This is an optimization exercise on Yosys and OpenROAD, whose aim is small area and a short achievable clock period, not a production implementation.
Only simulation tests tie the RTL to the original design; equivalence was not proved.

==> run X <==
==> flow/design.v <==
package biq_pkg;
    typedef logic [5-1:0]    iid_t;
    typedef logic [6-1:0]   preg_t;
    typedef logic [7-1:0]    opcode_t;
    typedef logic [7-1:0]     funct7_t;
    typedef logic [3-1:0]     funct3_t;
    typedef logic [64-1:0]     xlen_t;
    typedef logic [5-1:0]   pipe_t;
    typedef logic [2-1:0]    biq_ptr_t;
    typedef logic [3-1:0]    biq_cnt_t;
    typedef logic [4-1:0]    entry_mask_t;
    typedef logic [4-1:0] wake_vld_t;
    typedef preg_t [4-1:0] wake_preg_t;    
endpackage
`timescale 1ns/100ps
module biq_entry (
    input  logic                          clk,
    input  logic                          wr,
    input  logic [172-1:0]         in_pay,
    input  logic                          in_rdy1,      
    input  logic                          in_rdy2,
    input  biq_pkg::wake_vld_t            wake_vld,
    input  logic [4*6-1:0] wake_preg,    
    output logic [172-1:0]         pay,
    output logic                          rdy1_nxt,     
    output logic                          rdy2_nxt
);
    logic psrc1_rdy;
    logic psrc2_rdy;
    logic wake_hit1;
    logic wake_hit2;
    always_comb
    begin
        wake_hit1 = 1'b0;
        wake_hit2 = 1'b0;
        for (int i = 0; i < 4; i++)
        begin
            if (wake_vld[i] && (wake_preg[i*6 +: 6] == pay[79 +: 6]))
                wake_hit1 = 1'b1;
            if (wake_vld[i] && (wake_preg[i*6 +: 6] == pay[72 +: 6]))
                wake_hit2 = 1'b1;
        end
    end
    assign rdy1_nxt = psrc1_rdy | wake_hit1;
    assign rdy2_nxt = psrc2_rdy | wake_hit2;
    always_ff @(posedge clk)
    begin
        if (wr)
        begin
            pay       <= in_pay;
            psrc1_rdy <= in_rdy1;
            psrc2_rdy <= in_rdy2;
        end
        else
        begin
            psrc1_rdy <= rdy1_nxt;
            psrc2_rdy <= rdy2_nxt;
        end
    end
endmodule
`timescale 1ns/100ps
module biq_ctrl (
    input  logic                     clk,
    input  logic                     rst_clk,
    input  logic                     global_flush,
    input  logic                     in_vld,
    input  biq_pkg::pipe_t           in_pipe,
    input  logic                     dispatch_stall,
    input  logic                     head_rdy1_nxt,    
    input  logic                     head_rdy2_nxt,
    output logic [3-1:0]  buf_wr,           
    output logic                     ld_in,            
    output logic [3-1:0]  ld_buf,           
    output logic                     biq_vld,
    output logic                     biq_stall
);
    logic [4:0]       cnt_oh;
    logic [4:0]       cnt_nxt;
    logic [3-1:0]   bhead_oh;
    logic [3-1:0]   btail_oh;
    logic                      create_vld;
    logic                      issue;
    logic                      empty;
    logic                      full;
    logic                      more;        
    logic                      ld_head;
    logic                      vld_q;
    assign empty = cnt_oh[0];
    assign full  = cnt_oh[4];
    assign more  = ~cnt_oh[0] & ~cnt_oh[1];
    assign create_vld = in_vld & in_pipe[2] & ~dispatch_stall & ~full & ~global_flush;
    assign issue      = vld_q;    
    assign ld_head = issue | empty;
    assign ld_in   = ld_head & ~more;
    assign ld_buf  = {3{ld_head & more}} & bhead_oh;
    assign buf_wr  = btail_oh & {3{~full}};
    always_comb
    begin
        case ({create_vld, issue})
            2'b10:   cnt_nxt = {cnt_oh[4-1:0], 1'b0};
            2'b01:   cnt_nxt = {1'b0, cnt_oh[4:1]};
            default: cnt_nxt = cnt_oh;
        endcase
    end
    always_ff @(posedge clk or negedge rst_clk)
    begin
        if (!rst_clk)
        begin
            cnt_oh   <= 1;
            bhead_oh <= 1;
            btail_oh <= 1;
            vld_q    <= 1'b0;
        end
        else if (global_flush)
        begin
            cnt_oh   <= 1;
            bhead_oh <= 1;
            btail_oh <= 1;
            vld_q    <= 1'b0;
        end
        else
        begin
            cnt_oh <= cnt_nxt;
            if (issue & more)
                bhead_oh <= {bhead_oh[3-2:0], bhead_oh[3-1]};
            if (create_vld & ~empty & ~(issue & ~more))
                btail_oh <= {btail_oh[3-2:0], btail_oh[3-1]};
            vld_q <= ~cnt_nxt[0] & head_rdy1_nxt & head_rdy2_nxt;
        end
    end
    assign biq_vld   = vld_q;
    assign biq_stall = full;
endmodule
`timescale 1ns/100ps
module biq_issue_sel (
    input  logic                          clk,
    input  logic                          ld_in,
    input  logic [3-1:0]       ld_buf,
    input  logic [172-1:0]         in_pay,
    input  logic                          in_rdy1,
    input  logic                          in_rdy2,
    input  logic [3-1:0][172-1:0] buf_pay,
    input  logic [3-1:0]       buf_rdy1_nxt,
    input  logic [3-1:0]       buf_rdy2_nxt,
    input  biq_pkg::wake_vld_t            wake_vld,
    input  logic [4*6-1:0] wake_preg,    
    output logic [172-1:0]         pay,
    output logic                          rdy1,
    output logic                          rdy2,
    output logic                          rdy1_nxt,
    output logic                          rdy2_nxt
);
    logic                  hold;
    logic                  wake_hit1;
    logic                  wake_hit2;
    logic [172-1:0] pay_d;
    assign hold = ~ld_in & ~|ld_buf;
    always_comb
    begin
        wake_hit1 = 1'b0;
        wake_hit2 = 1'b0;
        for (int i = 0; i < 4; i++)
        begin
            if (wake_vld[i] && (wake_preg[i*6 +: 6] == pay[79 +: 6]))
                wake_hit1 = 1'b1;
            if (wake_vld[i] && (wake_preg[i*6 +: 6] == pay[72 +: 6]))
                wake_hit2 = 1'b1;
        end
    end
    always_comb
    begin
        pay_d    = ({172{ld_in}} & in_pay) | ({172{hold}} & pay);
        rdy1_nxt = (ld_in & in_rdy1) | (hold & (rdy1 | wake_hit1));
        rdy2_nxt = (ld_in & in_rdy2) | (hold & (rdy2 | wake_hit2));
        for (int j = 0; j < 3; j++)
        begin
            pay_d    = pay_d | ({172{ld_buf[j]}} & buf_pay[j]);
            rdy1_nxt = rdy1_nxt | (ld_buf[j] & buf_rdy1_nxt[j]);
            rdy2_nxt = rdy2_nxt | (ld_buf[j] & buf_rdy2_nxt[j]);
        end
    end
    always_ff @(posedge clk)
    begin
        pay  <= pay_d;
        rdy1 <= rdy1_nxt;
        rdy2 <= rdy2_nxt;
    end
endmodule
`timescale 1ns/100ps
module biq_top (
    input  logic                 clk,
    input  logic                 rst_clk,
    input  logic                 global_flush,
    input  logic                 dispatch_stall,
    input  logic                 in_vld,
    input  biq_pkg::pipe_t       in_pipe,
    input  biq_pkg::iid_t        in_iid,
    input  biq_pkg::opcode_t     in_opcode,
    input  biq_pkg::funct7_t     in_funct7,
    input  biq_pkg::funct3_t     in_funct3,
    input  biq_pkg::xlen_t       in_pc,
    input  logic                 in_psrc1_vld,
    input  logic                 in_psrc1_ready,
    input  biq_pkg::preg_t       in_psrc1,
    input  logic                 in_psrc2_vld,
    input  logic                 in_psrc2_ready,
    input  biq_pkg::preg_t       in_psrc2,
    input  logic                 in_pdst_vld,
    input  biq_pkg::preg_t       in_pdst,
    input  logic                 in_imm_vld,
    input  biq_pkg::xlen_t       in_imm,
    input  biq_pkg::wake_vld_t   wake_vld,
    input  biq_pkg::wake_preg_t  wake_preg,
    output logic                 biq_stall,
    output logic                 biq_vld,
    output biq_pkg::iid_t        biq_iid,
    output biq_pkg::opcode_t     biq_opcode,
    output biq_pkg::funct7_t     biq_funct7,
    output biq_pkg::funct3_t     biq_funct3,
    output biq_pkg::xlen_t       biq_pc,
    output logic                 biq_psrc1_vld,
    output biq_pkg::preg_t       biq_psrc1,
    output logic                 biq_psrc2_vld,
    output biq_pkg::preg_t       biq_psrc2,
    output logic                 biq_pdst_vld,
    output biq_pkg::preg_t       biq_pdst,
    output logic                 biq_imm_vld,
    output biq_pkg::xlen_t       biq_imm
);
    logic [4*6-1:0]  wake_flat;    
    logic [172-1:0]                 in_pay;
    logic [172-1:0]                 head_pay;
    logic [3-1:0][172-1:0] buf_pay;
    logic [3-1:0]               buf_rdy1_nxt;
    logic [3-1:0]               buf_rdy2_nxt;
    logic [3-1:0]               buf_wr;
    logic [3-1:0]               ld_buf;
    logic                                  ld_in;
    logic                                  head_rdy1;
    logic                                  head_rdy2;
    logic                                  head_rdy1_nxt;
    logic                                  head_rdy2_nxt;
    logic                                  in_hit1;
    logic                                  in_hit2;
    logic                                  in_rdy1;
    logic                                  in_rdy2;
    assign wake_flat = wake_preg;
    assign in_pay = {in_iid, in_opcode, in_funct7, in_funct3, in_pc,
                     in_psrc1_vld, in_psrc1, in_psrc2_vld, in_psrc2,
                     in_pdst_vld, in_pdst, in_imm_vld, in_imm};
    assign {biq_iid, biq_opcode, biq_funct7, biq_funct3, biq_pc,
            biq_psrc1_vld, biq_psrc1, biq_psrc2_vld, biq_psrc2,
            biq_pdst_vld, biq_pdst, biq_imm_vld, biq_imm} = head_pay;
    biq_ctrl u_ctrl (
        .clk            (clk),
        .rst_clk        (rst_clk),
        .global_flush   (global_flush),
        .in_vld         (in_vld),
        .in_pipe        (in_pipe),
        .dispatch_stall (dispatch_stall),
        .head_rdy1_nxt  (head_rdy1_nxt),
        .head_rdy2_nxt  (head_rdy2_nxt),
        .buf_wr         (buf_wr),
        .ld_in          (ld_in),
        .ld_buf         (ld_buf),
        .biq_vld        (biq_vld),
        .biq_stall      (biq_stall)
    );
    always_comb
    begin
        in_hit1 = 1'b0;
        in_hit2 = 1'b0;
        for (int i = 0; i < 4; i++)
        begin
            if (wake_vld[i] && (wake_flat[i*6 +: 6] == in_psrc1))
                in_hit1 = 1'b1;
            if (wake_vld[i] && (wake_flat[i*6 +: 6] == in_psrc2))
                in_hit2 = 1'b1;
        end
    end
    assign in_rdy1 = ~in_psrc1_vld | in_psrc1_ready | in_hit1;    
    assign in_rdy2 = ~in_psrc2_vld | in_psrc2_ready | in_hit2;
    for (genvar e = 0; e < 3; e++)
    begin : g_buf
        biq_entry u_entry (
            .clk       (clk),
            .wr        (buf_wr[e]),
            .in_pay    (in_pay),
            .in_rdy1   (in_rdy1),
            .in_rdy2   (in_rdy2),
            .wake_vld  (wake_vld),
            .wake_preg (wake_flat),
            .pay       (buf_pay[e]),
            .rdy1_nxt  (buf_rdy1_nxt[e]),
            .rdy2_nxt  (buf_rdy2_nxt[e])
        );
    end
    biq_issue_sel u_head (
        .clk          (clk),
        .ld_in        (ld_in),
        .ld_buf       (ld_buf),
        .in_pay       (in_pay),
        .in_rdy1      (in_rdy1),
        .in_rdy2      (in_rdy2),
        .buf_pay      (buf_pay),
        .buf_rdy1_nxt (buf_rdy1_nxt),
        .buf_rdy2_nxt (buf_rdy2_nxt),
        .wake_vld     (wake_vld),
        .wake_preg    (wake_flat),
        .pay          (head_pay),
        .rdy1         (head_rdy1),
        .rdy2         (head_rdy2),
        .rdy1_nxt     (head_rdy1_nxt),
        .rdy2_nxt     (head_rdy2_nxt)
    );
endmodule
==> flow/flow/run.sh <==
#!/bin/bash
set -euo pipefail
export BUFFER_PORTS_ARGS="-buffer_cell sky130_fd_sc_hd__buf_2"
bash standard.sh finish > flow_standard.log 2>&1
==> flow/standard.sh <==
#!/bin/bash
# synth_recipe.tcl (not shown) runs the flow's synth.tcl, then flattens the netlist and writes it again
# the make line also repeats each setting of config.mk as NAME=value (left out here)
make -C /OpenROAD-flow-scripts/flow DESIGN_CONFIG=/design/flow/config.mk WORK_HOME=/design/flow/orfs CLKGATE_MAP_FILE= SYNTH_SCRIPT=/design/flow/synth_recipe.tcl "${@:-finish}"
==> flow/config.mk <==
export PLATFORM = sky130hd
export DESIGN_NAME = biq_top
export DESIGN_NICKNAME = biq_top
export VERILOG_FILES = /design/flow/design.v
export SDC_FILE = /design/flow/constraint.sdc
export NUM_CORES = 4
export LEC_CHECK = 0
export CAP_MARGIN = 20
export CORE_MARGIN = 2
export CORE_UTILIZATION = 40
export SLEW_MARGIN = 20
==> flow/constraint.sdc <==
create_clock -name core_clock -period 4.0 [get_ports {clk}]
set_input_delay 0.8000 -clock core_clock [delete_from_list [all_inputs] [get_ports {clk}]]
set_output_delay 0.8000 -clock core_clock [all_outputs]
set_load 0.01 [all_outputs]
==> run B: changes against run X <==
==> flow/design.v, changed modules only <==
module biq_ctrl (
    input  logic                     clk,
    input  logic                     rst_clk,
    input  logic                     global_flush,
    input  logic                     in_vld,
    input  biq_pkg::pipe_t           in_pipe,
    input  logic                     dispatch_stall,
    input  logic                     head_rdy1_nxt,    
    input  logic                     head_rdy2_nxt,
    output logic [3-1:0]  buf_wr,           
    output logic                     ld_in,            
    output logic [3-1:0]  ld_buf,           
    output logic                     ld_hold,          
    output logic                     biq_vld,
    output logic                     biq_stall
);
    logic [4:0]       cnt_oh;
    logic [4:0]       cnt_nxt;
    logic [3-1:0]   bhead_oh;
    logic [3-1:0]   bhead_nxt;
    logic [3-1:0]   btail_oh;
    logic [3-1:0]   btail_nxt;
    logic                      create_vld;
    logic                      issue;
    logic                      empty;
    logic                      full;
    logic                      more;        
    logic                      vld_q;
    logic                      vld_nxt;
    logic                      ld_head;
    assign empty = cnt_oh[0];
    assign full  = cnt_oh[4];
    assign more  = ~cnt_oh[0] & ~cnt_oh[1];
    assign issue = vld_q;       
    assign create_vld = in_vld & in_pipe[2] & ~dispatch_stall & ~full & ~global_flush;
    always_comb
    begin
        case ({create_vld, issue})
            2'b10:   cnt_nxt = {cnt_oh[4-1:0], 1'b0};
            2'b01:   cnt_nxt = {1'b0, cnt_oh[4:1]};
            default: cnt_nxt = cnt_oh;
        endcase
        bhead_nxt = bhead_oh;
        if (issue & more)
            bhead_nxt = {bhead_oh[3-2:0], bhead_oh[3-1]};
        btail_nxt = btail_oh;
        if (create_vld & ~empty & ~(issue & ~more))
            btail_nxt = {btail_oh[3-2:0], btail_oh[3-1]};
    end
    assign vld_nxt = ~cnt_nxt[0] & head_rdy1_nxt & head_rdy2_nxt;
    assign ld_head = issue | empty;
    assign ld_in   = ld_head & ~more;
    assign ld_buf  = {3{issue & more}} & bhead_oh;
    assign ld_hold = ~ld_head;
    always_ff @(posedge clk or negedge rst_clk)
    begin
        if (!rst_clk)
        begin
            cnt_oh   <= 1;
            bhead_oh <= 1;
            btail_oh <= 1;
            vld_q    <= 1'b0;
            buf_wr   <= 1;
        end
        else if (global_flush)
        begin
            cnt_oh   <= 1;
            bhead_oh <= 1;
            btail_oh <= 1;
            vld_q    <= 1'b0;
            buf_wr   <= 1;
        end
        else
        begin
            cnt_oh   <= cnt_nxt;
            bhead_oh <= bhead_nxt;
            btail_oh <= btail_nxt;
            vld_q    <= vld_nxt;
            buf_wr   <= btail_nxt & {3{~cnt_nxt[4]}};
        end
    end
    assign biq_vld   = vld_q;
    assign biq_stall = full;
endmodule
module biq_issue_sel (
    input  logic                          clk,
    input  logic                          ld_in,
    input  logic [3-1:0]       ld_buf,
    input  logic                          ld_hold,      
    input  logic [172-1:0]         in_pay,
    input  logic                          in_rdy1,
    input  logic                          in_rdy2,
    input  logic [3-1:0][172-1:0] buf_pay,
    input  logic [3-1:0]       buf_rdy1_nxt,
    input  logic [3-1:0]       buf_rdy2_nxt,
    input  biq_pkg::wake_vld_t            wake_vld,
    input  logic [4*6-1:0] wake_preg,    
    output logic [172-1:0]         pay,
    output logic                          rdy1,
    output logic                          rdy2,
    output logic                          rdy1_nxt,
    output logic                          rdy2_nxt
);
    logic                  wake_hit1;
    logic                  wake_hit2;
    logic [172-1:0] pay_d;
    always_comb
    begin
        wake_hit1 = 1'b0;
        wake_hit2 = 1'b0;
        for (int i = 0; i < 4; i++)
        begin
            if (wake_vld[i] && (wake_preg[i*6 +: 6] == pay[79 +: 6]))
                wake_hit1 = 1'b1;
            if (wake_vld[i] && (wake_preg[i*6 +: 6] == pay[72 +: 6]))
                wake_hit2 = 1'b1;
        end
    end
    always_comb
    begin
        pay_d    = ({172{ld_in}} & in_pay) | ({172{ld_hold}} & pay);
        rdy1_nxt = (ld_in & in_rdy1) | (ld_hold & (rdy1 | wake_hit1));
        rdy2_nxt = (ld_in & in_rdy2) | (ld_hold & (rdy2 | wake_hit2));
        for (int j = 0; j < 3; j++)
        begin
            pay_d    = pay_d | ({172{ld_buf[j]}} & buf_pay[j]);
            rdy1_nxt = rdy1_nxt | (ld_buf[j] & buf_rdy1_nxt[j]);
            rdy2_nxt = rdy2_nxt | (ld_buf[j] & buf_rdy2_nxt[j]);
        end
    end
    always_ff @(posedge clk)
    begin
        pay  <= pay_d;
        rdy1 <= rdy1_nxt;
        rdy2 <= rdy2_nxt;
    end
endmodule
module biq_top (
    input  logic                 clk,
    input  logic                 rst_clk,
    input  logic                 global_flush,
    input  logic                 dispatch_stall,
    input  logic                 in_vld,
    input  biq_pkg::pipe_t       in_pipe,
    input  biq_pkg::iid_t        in_iid,
    input  biq_pkg::opcode_t     in_opcode,
    input  biq_pkg::funct7_t     in_funct7,
    input  biq_pkg::funct3_t     in_funct3,
    input  biq_pkg::xlen_t       in_pc,
    input  logic                 in_psrc1_vld,
    input  logic                 in_psrc1_ready,
    input  biq_pkg::preg_t       in_psrc1,
    input  logic                 in_psrc2_vld,
    input  logic                 in_psrc2_ready,
    input  biq_pkg::preg_t       in_psrc2,
    input  logic                 in_pdst_vld,
    input  biq_pkg::preg_t       in_pdst,
    input  logic                 in_imm_vld,
    input  biq_pkg::xlen_t       in_imm,
    input  biq_pkg::wake_vld_t   wake_vld,
    input  biq_pkg::wake_preg_t  wake_preg,
    output logic                 biq_stall,
    output logic                 biq_vld,
    output biq_pkg::iid_t        biq_iid,
    output biq_pkg::opcode_t     biq_opcode,
    output biq_pkg::funct7_t     biq_funct7,
    output biq_pkg::funct3_t     biq_funct3,
    output biq_pkg::xlen_t       biq_pc,
    output logic                 biq_psrc1_vld,
    output biq_pkg::preg_t       biq_psrc1,
    output logic                 biq_psrc2_vld,
    output biq_pkg::preg_t       biq_psrc2,
    output logic                 biq_pdst_vld,
    output biq_pkg::preg_t       biq_pdst,
    output logic                 biq_imm_vld,
    output biq_pkg::xlen_t       biq_imm
);
    logic [4*6-1:0]  wake_flat;    
    logic [172-1:0]                 in_pay;
    logic [172-1:0]                 head_pay;
    logic [3-1:0][172-1:0] buf_pay;
    logic [3-1:0]               buf_rdy1_nxt;
    logic [3-1:0]               buf_rdy2_nxt;
    logic [3-1:0]               buf_wr;
    logic [3-1:0]               ld_buf;
    logic                                  ld_in;
    logic                                  ld_hold;
    logic                                  head_rdy1;
    logic                                  head_rdy2;
    logic                                  head_rdy1_nxt;
    logic                                  head_rdy2_nxt;
    logic                                  in_hit1;
    logic                                  in_hit2;
    logic                                  in_rdy1;
    logic                                  in_rdy2;
    assign wake_flat = wake_preg;
    assign in_pay = {in_iid, in_opcode, in_funct7, in_funct3, in_pc,
                     in_psrc1_vld, in_psrc1, in_psrc2_vld, in_psrc2,
                     in_pdst_vld, in_pdst, in_imm_vld, in_imm};
    assign {biq_iid, biq_opcode, biq_funct7, biq_funct3, biq_pc,
            biq_psrc1_vld, biq_psrc1, biq_psrc2_vld, biq_psrc2,
            biq_pdst_vld, biq_pdst, biq_imm_vld, biq_imm} = head_pay;
    biq_ctrl u_ctrl (
        .clk            (clk),
        .rst_clk        (rst_clk),
        .global_flush   (global_flush),
        .in_vld         (in_vld),
        .in_pipe        (in_pipe),
        .dispatch_stall (dispatch_stall),
        .head_rdy1_nxt  (head_rdy1_nxt),
        .head_rdy2_nxt  (head_rdy2_nxt),
        .buf_wr         (buf_wr),
        .ld_in          (ld_in),
        .ld_buf         (ld_buf),
        .ld_hold        (ld_hold),
        .biq_vld        (biq_vld),
        .biq_stall      (biq_stall)
    );
    always_comb
    begin
        in_hit1 = 1'b0;
        in_hit2 = 1'b0;
        for (int i = 0; i < 4; i++)
        begin
            if (wake_vld[i] && (wake_flat[i*6 +: 6] == in_psrc1))
                in_hit1 = 1'b1;
            if (wake_vld[i] && (wake_flat[i*6 +: 6] == in_psrc2))
                in_hit2 = 1'b1;
        end
    end
    assign in_rdy1 = ~in_psrc1_vld | in_psrc1_ready | in_hit1;    
    assign in_rdy2 = ~in_psrc2_vld | in_psrc2_ready | in_hit2;
    for (genvar e = 0; e < 3; e++)
    begin : g_buf
        biq_entry u_entry (
            .clk       (clk),
            .wr        (buf_wr[e]),
            .in_pay    (in_pay),
            .in_rdy1   (in_rdy1),
            .in_rdy2   (in_rdy2),
            .wake_vld  (wake_vld),
            .wake_preg (wake_flat),
            .pay       (buf_pay[e]),
            .rdy1_nxt  (buf_rdy1_nxt[e]),
            .rdy2_nxt  (buf_rdy2_nxt[e])
        );
    end
    biq_issue_sel u_head (
        .clk          (clk),
        .ld_in        (ld_in),
        .ld_buf       (ld_buf),
        .ld_hold      (ld_hold),
        .in_pay       (in_pay),
        .in_rdy1      (in_rdy1),
        .in_rdy2      (in_rdy2),
        .buf_pay      (buf_pay),
        .buf_rdy1_nxt (buf_rdy1_nxt),
        .buf_rdy2_nxt (buf_rdy2_nxt),
        .wake_vld     (wake_vld),
        .wake_preg    (wake_flat),
        .pay          (head_pay),
        .rdy1         (head_rdy1),
        .rdy2         (head_rdy2),
        .rdy1_nxt     (head_rdy1_nxt),
        .rdy2_nxt     (head_rdy2_nxt)
    );
endmodule
- CORE_UTILIZATION: 40 -> 55
- SETUP_SLACK_MARGIN: not set -> 2.4
==> run Y: changes against run X <==
==> flow/run.sh (new file) <==
#!/bin/bash
# synth_recipe.tcl (not shown) runs the flow's synth.tcl, then flattens the netlist and writes it again
# the make line also repeats each setting of config.mk as NAME=value (left out here)
make -C /OpenROAD-flow-scripts/flow DESIGN_CONFIG=/design/flow/config.mk WORK_HOME=/design/flow/orfs CLKGATE_MAP_FILE= SYNTH_SCRIPT=/design/flow/synth_recipe.tcl finish
removed: flow/flow/run.sh
removed: flow/standard.sh
==> flow_summary.ini <==
[final_layout]
final-clk-cell-share_pct = 6.22
seq_cells = 711
inv_count = 2
sh_seq_area_pct = 52.4

[clock_network]
clkLatencyLatePin_ns = 0.62
post_cts_buffers = 125

[timing]
rsz0062_at_grt = true

[status]
outcome = complete, no violations

[die]
die-area_um2 = 51400

[hold_path]
hold_class = primary input to async pin

[place]
hpwl_um = 43100

[worst_setup_path]
slowest_delay_ns = 0.41
[end of results for run B]
==> flow_summary.ini <==
[final_layout]
sh_seq_area_pct = 56.4
seq_cells = 708
inv_count = 5
final-clk-cell-share_pct = 6.83

[synth]
synth_common_cells = edfxtp_1 (516), nand2_1 (354), dfxtp_1 (180), nand3_1 (174), a222oi_1 (172)

[clock_network]
cts-hold-fix-buffers = 0
clkLatencyLatePin_ns = 0.61
cts.root.buffer_cell = clkbuf_16
post_cts_buffers = 0

[power_and_ir_drop]
p_total_mw = 16.9
clkPwrFrac_pct = 39.4

[worst_setup_path]
slowest_delay_ns = 0.80
critPathTopFamily = buffers and inverters

[status]
outcome = complete, no violations

[grt]
grt_pass1_vias = 17800

[place]
dp_slack_ns = 0.552
hpwl_um = 45000

[timing]
fin_crit_sh_pct = 71.4

[die]
die-area_um2 = 71000
[end of results for run Y]
==> flow_summary.ini <==
[hold_path]
hold_class = primary input to async pin

[final_layout]
inv_count = 5
sh_seq_area_pct = 59.3
seq_cells = 708
final-clk-cell-share_pct = 8.11

[status]
outcome = complete, no violations

[worst_setup_path]
slowest_delay_ns = 0.64

[clock_network]
clkLatencyLatePin_ns = 0.63
post_cts_buffers = 0

[place]
hpwl_um = 43900
[end of results for run X]

==> port drivers added, routing unchanged <==
No port has a modelled driver above. Below, the same layouts with a new extraction and two added sets of constraints. Step 1: set_driving_cell puts a clkbuf_16 on clk and a buf_2 on each other input, an assumption about the parent block. Step 2 also shifts input and output timing later by t, the mid clock arrival at the registers, as if the neighbouring blocks saw the same clock. a / b / c = no drivers / after step 1 / after step 2; a / b = the first two.
run | t, ns | setup WS [ns] | worst register clock-pin slew, ns
run X | 0.672 | 1.505 / 1.505 / 1.193 | 0.06 / 0.06
run B | 0.669 | 1.911 / 1.850 / 1.393 | 0.07 / 0.07
run Y | 0.668 | 1.143 / 1.177 / 0.509 | 0.07 / 0.07
After both steps setup and hold are still met in every run listed. The setup slack of run Y, which loses most, moves by +0.034 ns with the drivers and by -0.634 ns with both steps.
